This is an optimization exercise on Yosys and OpenROAD, whose aim is small area, a short achievable clock period and few clock cycles per item, not a production implementation. Function was checked by simulation only, so behaviour that the tests miss may differ from the original. Power figures rest on the tool's default switching activity, not on a simulated workload.

File: run.sh
#!/bin/bash
# synth_recipe.tcl (not shown) runs the flow's synth.tcl, then flattens the netlist and writes it again
# the make line also repeats each setting of config.mk as NAME=value (left out here)
make -C /OpenROAD-flow-scripts/flow DESIGN_CONFIG=/design/flow/config.mk WORK_HOME=/design/flow/orfs CLKGATE_MAP_FILE= SYNTH_SCRIPT=/design/flow/synth_recipe.tcl finish
File: config.mk
export PLATFORM = sky130hd
export DESIGN_NAME = pool_linked_list_engine_unit
export DESIGN_NICKNAME = pool_linked_list_engine_unit
export VERILOG_FILES = /design/flow/design.v
export SDC_FILE = /design/flow/constraint.sdc
export NUM_CORES = 4
export LEC_CHECK = 0
export CAP_MARGIN = 20
export CORE_MARGIN = 2
export CORE_UTILIZATION = 40
export PLACE_DENSITY = 0.6
export SLEW_MARGIN = 20
File: constraint.sdc
create_clock -name core_clock -period 9.0 [get_ports {i_clk}]
set_input_delay 1.8000 -clock core_clock [delete_from_list [all_inputs] [get_ports {i_clk}]]
set_output_delay 1.8000 -clock core_clock [all_outputs]
set_load 0.01 [all_outputs]
File: design.v
`default_nettype none
package plle_pkg;
    localparam int POOL_DEPTH  = 64;
    localparam int VALUE_WIDTH = 32;
    localparam int ADDR_W      = (POOL_DEPTH > 1) ? $clog2(POOL_DEPTH) : 1;
    localparam int IDX_W       = 7;
    localparam logic [IDX_W-1:0] NIL_IDX = 7'h7F;
    localparam logic [2:0] CMD_CLEAR = 3'd0;
    localparam logic [2:0] CMD_HEAD  = 3'd1;
    localparam logic [2:0] CMD_TAIL  = 3'd2;
    localparam logic [2:0] CMD_POS   = 3'd3;
    localparam logic [2:0] CMD_REM   = 3'd4;
    localparam logic [2:0] CMD_DUMP  = 3'd5;
    localparam logic [1:0] ST_OK    = 2'd0;
    localparam logic [1:0] ST_FULL  = 2'd1;
    localparam logic [1:0] ST_EMPTY = 2'd2;
    localparam logic [1:0] ST_RANGE = 2'd3;
    typedef logic signed [VALUE_WIDTH-1:0] t_val;
    typedef logic [IDX_W-1:0] t_idx;
    typedef struct packed {
        logic [2:0] cmd;
        t_val       value;
        logic [6:0] pos;
    } t_cmd;
    typedef struct packed {
        t_idx len;
        t_idx alloc;
    } t_bstat;
endpackage
`default_nettype wire
`default_nettype none
module plle_front (
    input  wire                  i_clk,
    input  wire                  i_rst_n,
    input  wire                  i_in_valid,
    output logic                 o_in_ready,
    input  wire  [2:0]           i_command,
    input  wire  signed [31:0]   i_value,
    input  wire  [6:0]           i_position,
    output logic                 o_q_valid,
    input  wire                  i_q_ready,
    output plle_pkg::t_cmd       o_q_cmd
);
    logic [41:0] r_mem [0:1];
    logic       r_wp, r_rp;
    logic [1:0] r_cnt, n_cnt;
    logic       push, pop;
    plle_pkg::t_cmd       in_cmd;
    assign o_in_ready = (r_cnt != 2'd2);
    assign o_q_valid  = (r_cnt != 2'd0);
    assign o_q_cmd    = r_mem[r_rp];
    assign push = i_in_valid && o_in_ready && (i_command <= plle_pkg::CMD_DUMP);
    assign pop  = o_q_valid && i_q_ready;
    assign in_cmd = {i_command, plle_pkg::VALUE_WIDTH'(i_value), i_position};
    assign n_cnt  = r_cnt + {1'b0, push} - {1'b0, pop};
    always_ff @(posedge i_clk) begin
        if (!i_rst_n) begin
            r_wp  <= 1'b0;
            r_rp  <= 1'b0;
            r_cnt <= 2'd0;
        end else begin
            r_cnt <= n_cnt;
            if (push) r_wp <= ~r_wp;
            if (pop)  r_rp <= ~r_rp;
        end
    end
    always_ff @(posedge i_clk) begin
        if (push) r_mem[r_wp] <= in_cmd;
    end
endmodule
`default_nettype wire
`default_nettype none
module plle_back (
    input  wire                  i_clk,
    input  wire                  i_rst_n,
    input  wire                  i_q_valid,
    output logic                 o_q_ready,
    input  wire plle_pkg::t_cmd  i_q_cmd,
    output logic                 o_out_valid,
    input  wire                  i_out_ready,
    output logic signed [31:0]   o_item_value,
    output logic                 o_last,
    output logic                 o_empty_res,
    output logic [1:0]           o_status,
    output plle_pkg::t_bstat     o_stat
);
    localparam logic [2:0] S_IDLE  = 3'd0;
    localparam logic [2:0] S_WALK  = 3'd1;
    localparam logic [2:0] S_INS_A = 3'd2;
    localparam logic [2:0] S_INS_B = 3'd3;
    localparam logic [2:0] S_RSCAN = 3'd4;
    localparam logic [2:0] S_DUMP  = 3'd5;
    localparam logic [2:0] S_RESP  = 3'd6;
    plle_pkg::t_val mem_val  [0:plle_pkg::POOL_DEPTH-1];
    plle_pkg::t_idx mem_link [0:plle_pkg::POOL_DEPTH-1];
    plle_pkg::t_val m_val;
    plle_pkg::t_idx m_link;
    logic [2:0] r_state, n_state;
    plle_pkg::t_idx r_head, n_head, r_alloc, n_alloc, r_len, n_len;
    plle_pkg::t_idx r_p, n_p, r_prev, n_prev, r_cnt, n_cnt;
    logic [2:0] r_op, n_op;
    plle_pkg::t_val r_v, n_v;
    logic r_hd, n_hd, r_first, n_first, r_emp, n_emp;
    logic [1:0] r_st, n_st;
    logic r_ovalid, n_ovalid, r_olast, n_olast, r_oemp, n_oemp;
    logic signed [31:0] r_oval, n_oval;
    logic [1:0] r_ost, n_ost;
    logic slot_free;
    logic we_val, we_link;
    plle_pkg::t_idx wa_val, wa_link;
    plle_pkg::t_idx wd_link;
    assign slot_free    = !r_ovalid || i_out_ready;
    assign o_q_ready    = (r_state == S_IDLE);
    assign o_out_valid  = r_ovalid;
    assign o_item_value = r_oval;
    assign o_last       = r_olast;
    assign o_empty_res  = r_oemp;
    assign o_status     = r_ost;
    assign o_stat.len   = r_len;
    assign o_stat.alloc = r_alloc;
    always_comb begin
        n_state = r_state; n_head = r_head; n_alloc = r_alloc; n_len = r_len;
        n_p = r_p; n_prev = r_prev; n_cnt = r_cnt; n_op = r_op; n_v = r_v;
        n_hd = r_hd; n_first = r_first; n_emp = r_emp; n_st = r_st;
        n_ovalid = r_ovalid && !i_out_ready;
        n_oval = r_oval; n_olast = r_olast; n_oemp = r_oemp; n_ost = r_ost;
        we_val = 1'b0; we_link = 1'b0;
        wa_val = r_alloc; wa_link = r_alloc; wd_link = plle_pkg::NIL_IDX;
        case (r_state)
            S_IDLE: begin
                n_p = r_head;
                if (i_q_valid) begin
                    n_op = i_q_cmd.cmd; n_v = i_q_cmd.value;
                    n_emp = 1'b0; n_st = plle_pkg::ST_OK; n_first = 1'b1;
                    n_state = S_RESP;
                    case (i_q_cmd.cmd)
                        plle_pkg::CMD_CLEAR: begin
                            n_head = plle_pkg::NIL_IDX; n_alloc = '0; n_len = '0;
                        end
                        plle_pkg::CMD_HEAD, plle_pkg::CMD_TAIL, plle_pkg::CMD_POS: begin
                            if ({1'b0, r_alloc} >= (plle_pkg::IDX_W+1)'(plle_pkg::POOL_DEPTH)) begin
                                n_st = plle_pkg::ST_FULL;
                            end else if (i_q_cmd.cmd == plle_pkg::CMD_POS &&
                                         (i_q_cmd.pos == 7'd0 ||
                                          {1'b0, i_q_cmd.pos} > {1'b0, r_len} + 8'd1)) begin
                                n_st = plle_pkg::ST_RANGE;
                            end else if (i_q_cmd.cmd == plle_pkg::CMD_HEAD || r_head == plle_pkg::NIL_IDX ||
                                         (i_q_cmd.cmd == plle_pkg::CMD_POS && i_q_cmd.pos == 7'd1)) begin
                                n_hd = 1'b1; n_state = S_INS_A;
                            end else begin
                                n_hd = 1'b0; n_state = S_WALK;
                                n_cnt = (i_q_cmd.cmd == plle_pkg::CMD_TAIL) ? r_len - 7'd1
                                                                  : i_q_cmd.pos - 7'd2;
                            end
                        end
                        plle_pkg::CMD_REM: begin
                            if (r_len == '0) n_st = plle_pkg::ST_EMPTY;
                            else             n_state = S_RSCAN;
                        end
                        plle_pkg::CMD_DUMP: begin
                            if (r_len == '0) begin
                                n_st = plle_pkg::ST_EMPTY; n_emp = 1'b1;
                            end else begin
                                n_cnt = r_len; n_state = S_DUMP;
                            end
                        end
                        default: n_state = S_IDLE;
                    endcase
                end
            end
            S_WALK: begin
                if (r_cnt == '0) begin
                    n_state = S_INS_A;
                end else begin
                    n_p = m_link; n_cnt = r_cnt - 7'd1;
                end
            end
            S_INS_A: begin
                we_val = 1'b1; we_link = 1'b1;
                if (r_op == plle_pkg::CMD_TAIL) wd_link = plle_pkg::NIL_IDX;
                else if (r_hd)        wd_link = r_head;
                else                  wd_link = m_link;
                if (r_hd) begin
                    n_head = r_alloc; n_alloc = r_alloc + 7'd1; n_len = r_len + 7'd1;
                    n_state = S_RESP;
                end else begin
                    n_state = S_INS_B;
                end
            end
            S_INS_B: begin
                we_link = 1'b1; wa_link = r_p; wd_link = r_alloc;
                n_alloc = r_alloc + 7'd1; n_len = r_len + 7'd1;
                n_state = S_RESP;
            end
            S_RSCAN: begin
                if (m_val == r_v) begin
                    if (r_first) n_head = m_link;
                    else begin
                        we_link = 1'b1; wa_link = r_prev; wd_link = m_link;
                    end
                    n_len = r_len - 7'd1; n_st = plle_pkg::ST_OK; n_state = S_RESP;
                end else if (m_link == plle_pkg::NIL_IDX) begin
                    n_st = plle_pkg::ST_EMPTY; n_state = S_RESP;
                end else begin
                    n_prev = r_p; n_p = m_link; n_first = 1'b0;
                end
            end
            S_DUMP: begin
                if (slot_free) begin
                    n_ovalid = 1'b1; n_oval = 32'(m_val); n_olast = (r_cnt == 7'd1);
                    n_oemp = 1'b0; n_ost = plle_pkg::ST_OK;
                    n_p = m_link; n_cnt = r_cnt - 7'd1;
                    if (r_cnt == 7'd1) n_state = S_IDLE;
                end
            end
            S_RESP: begin
                if (slot_free) begin
                    n_ovalid = 1'b1; n_oval = '0; n_olast = 1'b1;
                    n_oemp = r_emp; n_ost = r_st;
                    n_state = S_IDLE;
                end
            end
            default: n_state = S_IDLE;
        endcase
    end
    always_ff @(posedge i_clk) begin
        if (!i_rst_n) begin
            r_state  <= S_IDLE;
            r_head   <= plle_pkg::NIL_IDX;
            r_alloc  <= '0;
            r_len    <= '0;
            r_ovalid <= 1'b0;
        end else begin
            r_state  <= n_state;
            r_head   <= n_head;
            r_alloc  <= n_alloc;
            r_len    <= n_len;
            r_ovalid <= n_ovalid;
        end
    end
    always_ff @(posedge i_clk) begin
        r_p <= n_p; r_prev <= n_prev; r_cnt <= n_cnt; r_op <= n_op; r_v <= n_v;
        r_hd <= n_hd; r_first <= n_first; r_emp <= n_emp; r_st <= n_st;
        r_oval <= n_oval; r_olast <= n_olast; r_oemp <= n_oemp; r_ost <= n_ost;
    end
    always_ff @(posedge i_clk) begin
        if (we_val)  mem_val[wa_val[plle_pkg::ADDR_W-1:0]]   <= r_v;
        if (we_link) mem_link[wa_link[plle_pkg::ADDR_W-1:0]] <= wd_link;
        m_val  <= mem_val[n_p[plle_pkg::ADDR_W-1:0]];
        m_link <= mem_link[n_p[plle_pkg::ADDR_W-1:0]];
    end
endmodule
`default_nettype wire
`default_nettype none
module pool_linked_list_engine_unit (
    input  wire                 i_clk,
    input  wire                 i_rst_n,
    input  wire                 i_in_valid,
    output logic                o_in_ready,
    input  wire  [2:0]          i_command,
    input  wire  signed [31:0]  i_value,
    input  wire  [6:0]          i_position,
    output logic                o_out_valid,
    input  wire                 i_out_ready,
    output logic signed [31:0]  o_item_value,
    output logic                o_last,
    output logic                o_empty_res,
    output logic [1:0]          o_status
);
    logic   q_valid, q_ready;
    plle_pkg::t_cmd   q_cmd;
    plle_pkg::t_bstat stat;
    plle_front u_front (
        .i_clk(i_clk), .i_rst_n(i_rst_n),
        .i_in_valid(i_in_valid), .o_in_ready(o_in_ready),
        .i_command(i_command), .i_value(i_value), .i_position(i_position),
        .o_q_valid(q_valid), .i_q_ready(q_ready), .o_q_cmd(q_cmd)
    );
    plle_back u_back (
        .i_clk(i_clk), .i_rst_n(i_rst_n),
        .i_q_valid(q_valid), .o_q_ready(q_ready), .i_q_cmd(q_cmd),
        .o_out_valid(o_out_valid), .i_out_ready(i_out_ready),
        .o_item_value(o_item_value), .o_last(o_last),
        .o_empty_res(o_empty_res), .o_status(o_status), .o_stat(stat)
    );
endmodule
`default_nettype wire
==> run_results.csv <==
group,metric,value,unit
clock_network,tritoncts,"done",
clock_network,clkLatencyLatePin,0.86,ns
setup_path,worstSetupPathType,"reg -> reg",
floorplanning,dieHeight,530,microns
floorplanning,start_util,40.1,%
setup_path,critPathLaunchType,"flop",
power,p_leak,40.2,nW
power,p_total,0.0459,W
floorplanning,core,0.276,sq mm
final_layout,layout_common_cells,"2669 x edfxtp_1, 1888 x nand2_1, 1031 x nand3_1",
final_layout,regArea,0.0816,sq mm
clock_network,cts_max_level,5,
power,vdd_drop_max,542,uV
sta,min_period_over_period,82.6,%
sta,drv_slew,0,
detailed_routing,wl_met1,134000,microns
sta,setup_viol,0,
yosys,synth_fp_nets,8233,
detailed_routing,met2WireLength,154000,microns
clock_network,cts_buffers,276,
detailed_routing,wire_per_inst,27.9,microns
sta,slew_headroom,9.61,%
grt,grtUsageTotal,23.4,%
setup_path,cp_max_fo,104,
final_layout,nets,8223,
clock_network,ctsResizeCount,0,
sta,layout_min_cycle_time,7.43,ns
placed_design,place_congestion,0.856,
sta,setup_tns,0,ns
yosys,yosysUniqueCellTypes,78,
detailed_routing,vias_per_cell,5.98,
grt,grt_max_degree,172,
yosys,postSynthCellCount,8171,
yosys,syn-cell-area,0.111,sq mm
yosys,synth_ff_type,"edfxtp_1",
setup_path,critPathRequiredTime,9.76,ns
placed_design,hpwl,182000,microns
detailed_routing,firstDrtPassIters,8,
sta,rsz0062_at_grt,"false",
yosys,async_flop_share,0,%
yosys,avgSynthCellArea,13.5,sq um
detailed_routing,wl,337000,microns
clock_network,cts_setup_buffers,0,
setup_path,worstPathArrival,8.19,ns
sta,fmax,135,MHz
yosys,yosysWarnings,2,
power,p_per_area,368,mW/mm^2
clock_network,cts.sinks,2744,
run,max_cap_violations,0,
final_layout,multiInputGateArea,0.0268,sq mm
yosys,synth_edf_count,2669,
grt,grt_pass1_wl,483000,microns
yosys,ys_seq_area_share,73.8,%
clock_network,path_clk_slew,0.07,ns
floorplanning,die_w,530,microns
sta,final_hold_viol_count,0,
grt,grt_pass1_vias,69364,
floorplanning,rows,193,
detailed_routing,ant_nets,0,
status,outcome,"no timing/DRC/antenna violations",
final_layout,drive_gt1_share,9.61,%
detailed_routing,highest_layer,"met5",
clock_network,cts_hold_buf,0,
sta,clock-skew-final,0.0549,ns
placed_design,io_buffers,83,
hold_path,hold_path.class,"reg -> reg",
detailed_routing,dr.first_iter.drc_count,10468,
final_layout,nFillCells,24265,
sta,tightest_slew,1.35,ns
floorplanning,die_area,0.281,sq mm
grt,antenna_found_initial,18,
final_layout,areaGrowthSynthToFinish,12.7,%
clock_network,clockBufferDepth,4,
floorplanning,io_pins,84,
detailed_routing,wl_met3,35100,microns
yosys,ys_ff_latch,2744,
clock_network,root_buffer,"clkbuf_16",
grt,overflow,0,
final_layout,final_common_cell,"edfxtp_1",
detailed_routing,drc_errors,0,
detailed_routing,vias,72208,
setup_path,endpoint_kind,"flop",
cells in the mapped netlist (43+ instances only):
| cell | count | share of area [%] |
|---|---|---|
| nand3_1 | 1032 | 4.7 |
| buf_2 | 236 | 1.1 |
| a221oi_1 | 199 | 1.6 |
| nor4_1 | 54 | 0.31 |
| o21ai_0 | 124 | 0.56 |
| o211ai_1 | 49 | 0.33 |
| a311oi_1 | 117 | 0.93 |
| a21oi_1 | 301 | 1.4 |
| a211oi_1 | 118 | 0.80 |
| dfxtp_1 | 75 | 1.4 |
| nor2_1 | 170 | 0.58 |
| clkbuf_1 | 271 | 0.92 |
| mux2_2 | 46 | 0.47 |
| a22o_1 | 43 | 0.34 |
| a31oi_1 | 120 | 0.68 |
| nand2_1 | 1889 | 6.4 |
| edfxtp_1 | 2669 | 72 |
| mux2i_1 | 89 | 0.81 |
| and2_1 | 44 | 0.25 |
worst max-delay path: stages (launching register included):
cell and delay (ns):
edfxtp_1 0.33, buf_4 0.69, xor2_1 0.21, nor4_1 0.78
nand4_1 0.78, nor4_1 0.76, o31ai_4 0.24, inv_8 0.50
buf_4 0.43, nand2_1 0.08, a311oi_1 0.25, a31oi_1 0.07
o32ai_1 1.09, a31oi_1 0.40, a311oi_1 0.31
final cells by class:
class	instances	area share, %
sequential	2744	65.5
inverter	31	0.115
timing repair buffer	301	2.28
clock inverter	126	0.922
clock buffer	349	5.98
multi-input combinational	4807	21.5
antenna	7	0.0141
tap	3705	3.72
sequential cells by signal, indices dropped and copies added, names as in the netlist, 7 cells and up, named ones only:
signal           flops
u_back.r_oval       32
u_back.m_val        32
u_back.m_link        7
u_back.mem_link    448
u_back.r_v          32
u_front.r_mem       84
u_back.r_alloc       7
u_back.r_head        7
u_back.r_len         7
u_back.mem_val    2048
u_back.r_cnt         7
report_power, final:
part | internal (W) | total [W] | switching [W]
clock | 0.00637 | 0.0112 | 0.00481
combinational | 0.00492 | 0.0187 | 0.0138
sequential | 0.0156 | 0.0160 | 0.000448
per-stage QoR:
| step | utilization (%) | instance area, sq um | setup slack [ns] | cells | hold WS, ns |
|---|---|---|---|---|---|
| final | 45.2 | 125000 | 1.57 | 12070 | 0.519 |
| after global routing | 45.2 | 125000 | 1.56 | 12065 | 0.526 |
| after CTS | 45.2 | 125000 | 1.82 | 12063 | 0.514 |
| after detailed placement | 42.1 | 116000 | 1.82 | 11588 | 0.501 |
| after global placement | 42.1 | 116000 | 1.63 | 11587 | 0.498 |
| after floorplan | - | 111000 | 3.25 | 8171 | 0.449 |
kinds of logic (layout without fill, tap and decap cells):
group                      count (synthesis)  in the layout  share of synthesized area [%]
AOI/OAI and AO/OA                       1270           1270                           8.10
xor gates and xnor gates                  54             54                          0.428
adders and majority gates                 16             16                          0.181
buffers and inverters                    620            807                           2.54
DFF                                     2744           2744                           73.8
muxes                                    174            174                           2.07
other                                      0              7                              0
and+or+nand+nor                         3293           3293                           12.8
path summary, 6_finish.rpt:
path	from	to	slack [ns]	cells past startpoint
worst min register to register	u_back.r_head[6]$_SDFFE_PN1P_	u_back.r_head[6]$_SDFFE_PN1P_	0.52	2
worst max-delay path	u_back.r_v[31]$_DFFE_PP_	u_back.m_val[17]$_DFF_P_	1.57	14
worst max register to register	u_back.r_v[31]$_DFFE_PP_	u_back.m_val[17]$_DFF_P_	1.57	14
worst min-delay path	u_back.r_head[6]$_SDFFE_PN1P_	u_back.r_head[6]$_SDFFE_PN1P_	0.52	2
routing by layer:
layer | up-vias | GRT usage (%)
li1 | 30960 | -
met3 | 688 | 4.20
met5 | - | 0
met1 | 36410 | 32.3
met4 | 10 | 9.00
met2 | 4140 | 36.7
Testbench counts, summed over its fixed seeds: cycles 70,717, commands 5,600.

[separate check: timing with driven ports]
How much do the figures lean on ideal ports? The routed layout below was timed once more, with nothing changed but the port constraints. Step 1: set_driving_cell puts a clkbuf_16 on i_clk and a buf_2 on each other input, an assumption about the parent block. Step 2, shift: input delay + t, output delay - t, t = (earliest + latest rising clock arrival at the registers) / 2. This alone moves slack from input paths to output paths. Three values: no drivers, after step 1, after step 2; two values: the first two.
t (ns): 0.928
setup WS [ns]: 1.570 / 1.570 / 1.503
clock arrival spread, ns: 0.064 / 0.063
worst slew at a driven data input, ns: 0.13
After both steps setup and hold are still met in this run. The setup slack of this run moves by 0.000 ns with the drivers and by -0.067 ns with both steps.
